This is an optimization exercise on Yosys and OpenROAD, whose aim is small area and a short achievable clock period, not a production implementation.
The RTL was checked by simulation tests, not by an equivalence proof against the original design.
Power figures rest on the tool's default switching activity, not on a simulated workload.

job 6031:
==> flow/design.v (excerpt) <==
module fp32_mul
(
    input  logic        clk,
    input  logic        rst_n,
    input  logic [31:0] a,
    input  logic [31:0] b,
    input  logic        in_valid,
    output logic        out_valid,
    output logic [31:0] result
);
Size in the first run: ~2300 cells after synthesis, about 390 flip-flops, ~100 I/O pins.
export LEC_CHECK = 0
export CAP_MARGIN = 20
export CORE_MARGIN = 2
export CORE_UTILIZATION = 40
export CTS_CLUSTER_DIAMETER = 100
export CTS_CLUSTER_SIZE = 25
export SLEW_MARGIN = 20
export SYNTH_HIERARCHICAL = 1
export SYNTH_MINIMUM_KEEP_SIZE = 0
create_clock -name core_clock -period 8.5 [get_ports {clk}]
standard.sh (not shown) runs the stock make flow with config.mk's settings and CLKGATE_MAP_FILE= SYNTH_SCRIPT=/design/flow/synth_recipe.tcl, a recipe that flattens the netlist after the stock synthesis.
==> flow/flow/run.sh <==
#!/bin/bash
# Own layout flow: the standard layout (standard.sh, ORFS from synthesis
# to finish, synthesis unchanged) with two changes to how the layout is made:
#  - repair_timing aims below the clock period: a path with less than
#    SETUP_SLACK_MARGIN ns of setup slack is treated as one to fix;
#  - the port buffers that buffer_ports inserts on every input and output
#    are sky130_fd_sc_hd__buf_2 rather than the cell it picks by default.
# Each tool's full output stays in orfs/logs; make's output in standard.log.
set -euo pipefail
export SETUP_SLACK_MARGIN=5.3
export BUFFER_PORTS_ARGS="-buffer_cell sky130_fd_sc_hd__buf_2"
bash standard.sh > standard.log 2>&1
Job 6031 has completed all stages; timing, DRC and antenna checks passed.
Relative to job 6031, the following input files were edited for job 1819:
- changing CTS_CLUSTER_SIZE from 25 to 32
### Flow results
Comparing job 6031 with job 1819, the ratio of total power to cell area came out essentially unchanged. Global-route wire length before repair delta (job 6031 -> job 1819): insignificant. The register area was comparable across job 1819 and job 6031. Going from job 6031 to job 1819, total via count in the routed design dropped 79; aggregate routed wire length about even; maximum frequency level. In the metrics for job 1819 and job 6031, the one carrying the higher critical path depth is job 1819. On utilization, job 1819 tracks job 6031 almost exactly.
For job 6173, these inputs were changed with respect to job 1819:
- CTS_CLUSTER_SIZE removed (was 32)
- CTS_CLUSTER_DIAMETER removed (was 100)
- CORE_UTILIZATION changed from 40 to 55
Findings:
From job 1819 to job 6173 the numbers moved as follows: worst setup slack for register-to-register paths higher, synthesis-to-layout area growth higher, met1 track utilization from global routing higher. Internal power: higher on job 6173. The run showing the smaller final estimated routing congestion in global placement is job 6173. Part of the power in the clock network, job 6173 and job 1819: larger value in job 6173. Looking at final clock skew, job 6173 sits below job 1819. Of job 6173 and job 1819, the run reporting the lower CTS clock-pin slew for the worst setup and hold paths was job 6173. Summary of job 6173 over job 1819: number of global-route vias before repair shows an increase of 165; non-clock buffer count rose by 6; fmax has increased.
Changes in job 6009 relative to job 6173:
- setting CTS_CLUSTER_DIAMETER to 100 for the first time
- setting CTS_CLUSTER_SIZE to 25 for the first time
- changing CORE_UTILIZATION from 55 to 40
-- flow/flow/run.sh --
<<< job 6173, line 10
export SETUP_SLACK_MARGIN=5.3
>>> job 6009, line 10
export SETUP_SLACK_MARGIN=5.1
Notes after the runs:
Job 6009 completed; timing, DRC and antenna clean. As far as largest net degree at the start of global routing goes, job 6009 and job 6173 are indistinguishable; the numbers are identical. Relative to job 6173, share of the final layout cell area in multi-input gates increased by 1.3 points in job 6009. When job 6009 is measured against job 6173, its post-route core utilization turns out 19 points lower. Job 6009: aggregate global-route resource usage is 9.8 points lower than what job 6173 reported. Compared to job 6173, job 6009 has power about 9% lower.
diff inputs: job 6009 => job 6158
- TNS_END_PERCENT: unset -> 30
-- flow/flow/run.sh --
<<< job 6009, line 10
export SETUP_SLACK_MARGIN=5.1
>>> job 6158, line 10
export SETUP_SLACK_MARGIN=5.3
- Job 6009 -> job 6158: core outline area delta 0, exact match
- Job 6009 vs job 6158, launching element of the worst setup path: sa1_n[20] vs one1_n[10]
- Maximum cell stage delay along the critical path, job 6158 and job 6009, lower one = job 6158.
- Job 6158 and job 6009 ended up with roughly the same overall fraction of global-route tracks in use.
- Diff job 6158..job 6009 | final sequential cell count | unchanged
- Cmp job 6158 and job 6009 / combinational power / lower: job 6009
- Looking at post-route minimum period, job 6158 sits 0.044 ns lower than job 6009 does.
- Going from job 6009 to job 6158, the fraction of the core area covered by cells at the end of the flow was found to have gone up by 0.63 points.
Setup changes, job 6158 to job 8310
- CTS_CLUSTER_DIAMETER: 100 -> unset
- TNS_END_PERCENT: 30 -> unset
- CTS_CLUSTER_SIZE: 25 -> unset
Results
Delta(post-CTS resize count, job 8310 - job 6158) > 0. On job 8310: worst setup slack is 0.093 ns higher than what job 6158 gave. Via count went up slightly going from job 6158 to job 8310. Re maximum number of pins on one net before global-route repair: no difference whatsoever between job 8310 and job 6158. Lower global-route track usage on met1 among job 8310 and job 6158: job 8310. Summary of job 8310 over job 6158: sequential fraction of total cell area moved down; reported net switching power now sits higher; final core utilization now sits higher. Job 8310 ended up with a higher cell count than job 6158 did. Job 6158 → job 8310: number of nets in the layout went up 13; actual transition at the worst max-transition pin went up by 0.082 ns.

-- separate check: timing with driven ports --
How much do the figures lean on ideal ports? The routed layouts below were timed once more, with nothing changed but the port constraints.
Step 1 sets driving cells, clkbuf_16 on the clock port and buf_2 on the other inputs (assumed; they add their load-dependent delay and slew).
Step 2 also shifts input and output timing later by t, the mid clock arrival at the registers, as if the neighbouring blocks saw the same clock.
a / b / c = ideal ports / drivers / drivers and shift; a / b = the first two.
| run | t, ns | setup slack, ns | clock arrival spread, ns | slew at the worst register clock pin (ns) |
|---|---|---|---|---|
| job 6031 | 0.627 | 5.315 / 5.315 / 4.869 | 0.035 / 0.035 | 0.10 / 0.10 |
| job 1819 | 0.620 | 5.323 / 5.323 / 4.949 | 0.051 / 0.050 | 0.12 / 0.12 |
| job 6173 | 0.631 | 5.340 / 5.340 / 4.913 | 0.027 / 0.027 | 0.06 / 0.06 |
| job 6009 | 0.616 | 5.189 / 5.189 / 4.811 | 0.038 / 0.038 | 0.11 / 0.11 |
| job 6158 | 0.625 | 5.233 / 5.233 / 4.917 | 0.055 / 0.055 | 0.11 / 0.11 |
| job 8310 | 0.644 | 5.326 / 5.326 / 4.872 | 0.036 / 0.036 | 0.06 / 0.06 |
After both steps setup and hold are still met in every run listed. For job 8310, which loses most, drivers alone change the setup slack by 0.000 ns; drivers and shift together by -0.454 ns.
